Source: an optimization exercise on an open RTL-to-GDS flow (aim: small area). Production flows keep margins and buffers that such runs may drop. In this exercise RTL edits were held to simulation tests only and were not proved equivalent to the original. No activity file was given, so power comes from the tool's default toggle rates.

Design rgb_led_array_pwm, start of the top module:
module rgb_led_array_pwm #(
  parameter int P_LED_NUM = 4,
  parameter int P_DUTY_W  = 8,
  parameter int P_CE_DIV  = 4,
  parameter int P_CE_W    = 2,
  parameter int P_SPD_W   = 10,
  parameter int P_PHASE   = 192
) (
  input  logic                 I_CLK_100MHZ,
  input  logic                 I_RST,
  input  logic [1:0]           I_MODE,
  input  logic [P_SPD_W-1:0]   I_SPEED,
  input  logic [P_DUTY_W-1:0]  I_BRIGHTNESS,
  input  logic                 I_INVERTED,
  input  logic [P_DUTY_W-1:0]  I_FIX_R,
  input  logic [P_DUTY_W-1:0]  I_FIX_G,
  input  logic [P_DUTY_W-1:0]  I_FIX_B,
  output logic [P_LED_NUM-1:0] O_LED_R,
  output logic [P_LED_NUM-1:0] O_LED_G,
  output logic [P_LED_NUM-1:0] O_LED_B,
  output logic                 O_FRAME,
  output logic [3:0]           O_STATUS
);
clock: 13.0 ns
lec_check: 0
abc_area: 1
cap_margin: 20
core_margin: 2
core_utilization: 45
place_density: 0.6
slew_margin: 20
standard.sh (not shown) runs the stock make flow with config.mk's settings and CLKGATE_MAP_FILE= SYNTH_SCRIPT=/design/flow/synth_recipe.tcl, a recipe that flattens the netlist after the stock synthesis.
==> flow/flow/run.sh <==
#!/bin/bash
# The standard layout (standard.sh) with these changes:
#  - synthesis maps the logic with the area-oriented ABC script in
#    flow/abc_area.script (a copy of ORFS's scripts folder with that one file
#    replaced; everything before and after ABC, registers included, is the
#    standard synthesis), and buffers pass-through wires with buf_1
#  - ports are buffered with the plain sky130_fd_sc_hd__buf_1 cell
#  - clock tree synthesis with clkbuf_8 buffers and no dummy loads
set -euo pipefail
rm -rf scripts_local
cp -r "$FLOW_HOME/scripts" scripts_local
cp flow/abc_area.script scripts_local/abc_area.script
SCRIPTS_DIR="$PWD/scripts_local" ABC_AREA=1 MIN_BUF_CELL_AND_PORTS="sky130_fd_sc_hd__buf_1 A X" \
  bash standard.sh synth > synth_run.log 2>&1
rm -rf scripts_local
export BUFFER_PORTS_ARGS="-buffer_cell sky130_fd_sc_hd__buf_1"
export CTS_ARGS="-sink_clustering_enable -repair_clock_nets -dont_use_dummy_load -buf_list sky130_fd_sc_hd__clkbuf_16 -root_buf sky130_fd_sc_hd__clkbuf_8 -sink_clustering_size 30"
bash standard.sh > layout_run.log 2>&1
==> flow/flow/abc_area.script <==
strash
&get -n
&deepsyn -T 20 -S 7
&put
dch -f
amap -F 3 -A 8
topo
Edit:
--- a/flow/flow/run.sh
+++ b/flow/flow/run.sh
@@ -17 +17 @@
-export CTS_ARGS="-sink_clustering_enable -repair_clock_nets -dont_use_dummy_load -buf_list sky130_fd_sc_hd__clkbuf_16 -root_buf sky130_fd_sc_hd__clkbuf_8 -sink_clustering_size 30"
+export CTS_ARGS="-sink_clustering_enable -repair_clock_nets -dont_use_dummy_load -buf_list sky130_fd_sc_hd__clkbuf_8 -root_buf sky130_fd_sc_hd__clkbuf_8"
CORE_UTILIZATION = 60   (was 45)
PLACE_DENSITY = 0.7   (was 0.6)
=> Cell count falls by 6.4%; total power came out higher by 0.58%; core utilization climbs by 16 points; combinational power is about the same; area after synthesis barely changes; cell area came out lower by 0.96%; routed wire length is higher by 0.57%; synthesized cell count does not change; clock-buffer cell count does not change.
Edit:
--- a/flow/flow/run.sh
+++ b/flow/flow/run.sh
@@ -17 +17 @@
-export CTS_ARGS="-sink_clustering_enable -repair_clock_nets -dont_use_dummy_load -buf_list sky130_fd_sc_hd__clkbuf_8 -root_buf sky130_fd_sc_hd__clkbuf_8"
+export CTS_ARGS="-sink_clustering_enable -repair_clock_nets -dont_use_dummy_load -buf_list {sky130_fd_sc_hd__clkbuf_4 sky130_fd_sc_hd__clkbuf_8} -root_buf sky130_fd_sc_hd__clkbuf_8"
CORE_UTILIZATION = 45   (was 60)
PLACE_DENSITY = 0.6   (was 0.7)
Combinational power stays flat. Clock skew goes down by 16 ps. Setup slack is worse by 550 ps. Total power goes down by about 0.6%.
Edit:
--- a/flow/flow/run.sh
+++ b/flow/flow/run.sh
@@ -17 +17 @@
-export CTS_ARGS="-sink_clustering_enable -repair_clock_nets -dont_use_dummy_load -buf_list {sky130_fd_sc_hd__clkbuf_4 sky130_fd_sc_hd__clkbuf_8} -root_buf sky130_fd_sc_hd__clkbuf_8"
+export CTS_ARGS="-sink_clustering_enable -repair_clock_nets -dont_use_dummy_load -buf_list sky130_fd_sc_hd__clkbuf_8 -root_buf sky130_fd_sc_hd__clkbuf_8"
GPL_ROUTABILITY_DRIVEN = 0   (was not set)
GPL_TIMING_DRIVEN = 0   (was not set)
After rerunning:
- final area grows by about 0.55%
- wire length grows by about 1.8%
- die area is about the same

* * *

Setup of garnet:
rgb_led_array_pwm, a different RTL version from the one above (not shown whole).
Size: roughly 890 cells after synthesis, roughly 64 I/O pins, roughly 8100 um^2 of cells after synthesis.
export LEC_CHECK = 0
export ABC_AREA = 1
export CAP_MARGIN = 20
export CORE_MARGIN = 2
export CORE_UTILIZATION = 45
export PLACE_DENSITY = 0.6
export SLEW_MARGIN = 20
create_clock -name core_clock -period 13.0 [get_ports {I_CLK_100MHZ}]
==> flow/flow/run.sh <==
#!/bin/bash
# The standard layout (standard.sh) with these changes:
#  - synthesis maps the logic with the area-oriented ABC script in
#    flow/abc_area.script (a copy of ORFS's scripts folder with that one file
#    replaced; everything before and after ABC, registers included, is the
#    standard synthesis)
#  - ports are buffered with the plain sky130_fd_sc_hd__buf_1 cell
#  - clock tree synthesis with clkbuf_8 buffers and no dummy loads
set -euo pipefail
rm -rf scripts_local
cp -r "$FLOW_HOME/scripts" scripts_local
cp flow/abc_area.script scripts_local/abc_area.script
SCRIPTS_DIR="$PWD/scripts_local" ABC_AREA=1 bash standard.sh synth > synth_run.log 2>&1
rm -rf scripts_local
export BUFFER_PORTS_ARGS="-buffer_cell sky130_fd_sc_hd__buf_1"
export CTS_ARGS="-sink_clustering_enable -repair_clock_nets -dont_use_dummy_load -buf_list sky130_fd_sc_hd__clkbuf_8 -root_buf sky130_fd_sc_hd__clkbuf_8"
bash standard.sh > layout_run.log 2>&1
==> flow/flow/abc_area.script <==
strash
dc2
dch -f
amap
strash
dch -f
amap
topo
## Diff of input files: onyx against garnet
- a deleted ABC_AREA that had been 1
==> flow/flow/run.sh <==
#!/bin/bash
set -e
export BUFFER_PORTS_ARGS="-buffer_cell sky130_fd_sc_hd__buf_1"
export CTS_ARGS="-sink_clustering_enable -repair_clock_nets -dont_use_dummy_load -buf_list sky130_fd_sc_hd__clkbuf_8 -root_buf sky130_fd_sc_hd__clkbuf_8"
bash standard.sh > standard.log 2>&1
removed: flow/flow/abc_area.script
Findings:
garnet -> onyx: final standard cell count with taps included and fillers excluded increased by a little under 10%
Net load switching power down 0.015 mW in onyx wrt garnet
garnet -> onyx: overall power of the completed layout decreased by a few percent
onyx -> garnet: initial core utilization flat
Going from garnet to onyx, post-route cell area grows by 10%.
The total met2 wirelength after detailed routing of onyx falls short of that of garnet by about 1.3%.
I_FIX_R[6] as the critical path launch point was reported by onyx, and I_FIX_R[7] by garnet.
Met3 usage: garnet vs onyx — no meaningful difference

* * *

the previous run:
Starting RTL as in the previous note.
export LEC_CHECK = 0
export ABC_AREA = 1
export CAP_MARGIN = 20
export CORE_MARGIN = 2
export CORE_UTILIZATION = 45
export PLACE_DENSITY = 0.6
export SLEW_MARGIN = 20
create_clock -name core_clock -period 13.0 [get_ports {I_CLK_100MHZ}]
==> flow/flow/run.sh <==
#!/bin/bash
# The standard layout (standard.sh) with these changes:
#  - synthesis maps the logic with the area-oriented ABC script in
#    flow/abc_area.script (a copy of ORFS's scripts folder with that one file
#    replaced; everything before and after ABC, registers included, is the
#    standard synthesis)
#  - ports are buffered with the plain sky130_fd_sc_hd__buf_1 cell
#  - clock tree synthesis with clkbuf_8 buffers and no dummy loads
set -euo pipefail
rm -rf scripts_local
cp -r "$FLOW_HOME/scripts" scripts_local
cp flow/abc_area.script scripts_local/abc_area.script
SCRIPTS_DIR="$PWD/scripts_local" ABC_AREA=1 bash standard.sh synth > synth_run.log 2>&1
rm -rf scripts_local
export BUFFER_PORTS_ARGS="-buffer_cell sky130_fd_sc_hd__buf_1"
export CTS_ARGS="-sink_clustering_enable -repair_clock_nets -dont_use_dummy_load -buf_list sky130_fd_sc_hd__clkbuf_8 -root_buf sky130_fd_sc_hd__clkbuf_8"
bash standard.sh > layout_run.log 2>&1
==> flow/flow/abc_area.script <==
strash
&get -n
&deepsyn -T 20
&put
dch -f
amap
topo
The flow did not stop early for the previous run: all stages ran, and the layout cleared the timing, DRC and antenna checks.
#### Input delta (the current run over the previous run)
==> flow/flow/run.sh <==
#!/bin/bash
set -e
export BUFFER_PORTS_ARGS="-buffer_cell sky130_fd_sc_hd__buf_1"
export CTS_ARGS="-sink_clustering_enable -repair_clock_nets -dont_use_dummy_load -buf_list sky130_fd_sc_hd__clkbuf_8 -root_buf sky130_fd_sc_hd__clkbuf_8"
bash standard.sh > standard.log 2>&1
removed: flow/flow/abc_area.script
Notes after the runs:
No stage failed in the current run, and the final checks on the layout all came back clean.
The current run has power drawn by the combinational cells below what the previous run had.
Synthesized cell count, the current run vs the previous run: up by more than a quarter
The previous run → the current run: fraction of final layout cells with drive strength greater than 1 +1.9 points; sequential share of layout area shows a reduction of 3.0 points; areal power density over the cells shows a reduction of 11%; routed wire length shows an increase of 16%.
Hold slack on the current run is ahead of the previous run.

==> static timing again, ports no longer ideal <==
In the flow no input, the clock included, has a driving cell. The finished layouts below were timed again as built, in two steps.
Step 1 (the two cells are an assumption about what drives the block):
set clk [get_ports {I_CLK_100MHZ}]
set_driving_cell -lib_cell sky130_fd_sc_hd__clkbuf_16 $clk
set_driving_cell -lib_cell sky130_fd_sc_hd__buf_2 [delete_from_list [all_inputs] $clk]
Step 2 moves the port delays by t, midway between the first and last clock arrival at a register: inputs arrive t later, outputs are due t later. That takes back most of the time a late clock gives input paths.
Slacks: ideal / step 1 / step 2; pairs: ideal / step 1.
run | shift t [ns] | setup WS [ns] | hold slack, ns | worst setup path at the end | latest minus earliest clock arrival (ns)
the first run of note 1 | 0.409 | 1.843 / 1.857 / 1.447 | 0.491 / 0.491 / 0.491 | input to register | 0.019 / 0.019
the second run of note 1 | 0.425 | 2.389 / 2.406 / 1.981 | 0.491 / 0.491 / 0.491 | input to register | 0.035 / 0.035
the third run of note 1 | 0.409 | 1.843 / 1.857 / 1.447 | 0.491 / 0.491 / 0.491 | input to register | 0.019 / 0.019
the fourth run of note 1 | 0.423 | 1.931 / 1.948 / 1.525 | 0.495 / 0.495 / 0.495 | input to register | 0.036 / 0.037
garnet | 0.425 | 2.521 / 2.534 / 2.109 | 0.375 / 0.375 / 0.375 | input to register | 0.030 / 0.030
onyx | 0.422 | 2.155 / 2.168 / 1.746 | 0.391 / 0.391 / 0.391 | input to register | 0.040 / 0.041
the previous run | 0.406 | 2.356 / 2.375 / 1.968 | 0.361 / 0.361 / 0.361 | input to register | 0.025 / 0.025
the current run | 0.421 | 2.965 / 2.984 / 2.563 | 0.371 / 0.371 / 0.371 | input to register | 0.039 / 0.039
After both steps every run listed still meets setup and hold. The setup slack of garnet, which loses most, moves by +0.013 ns with the drivers and by -0.412 ns with both steps.
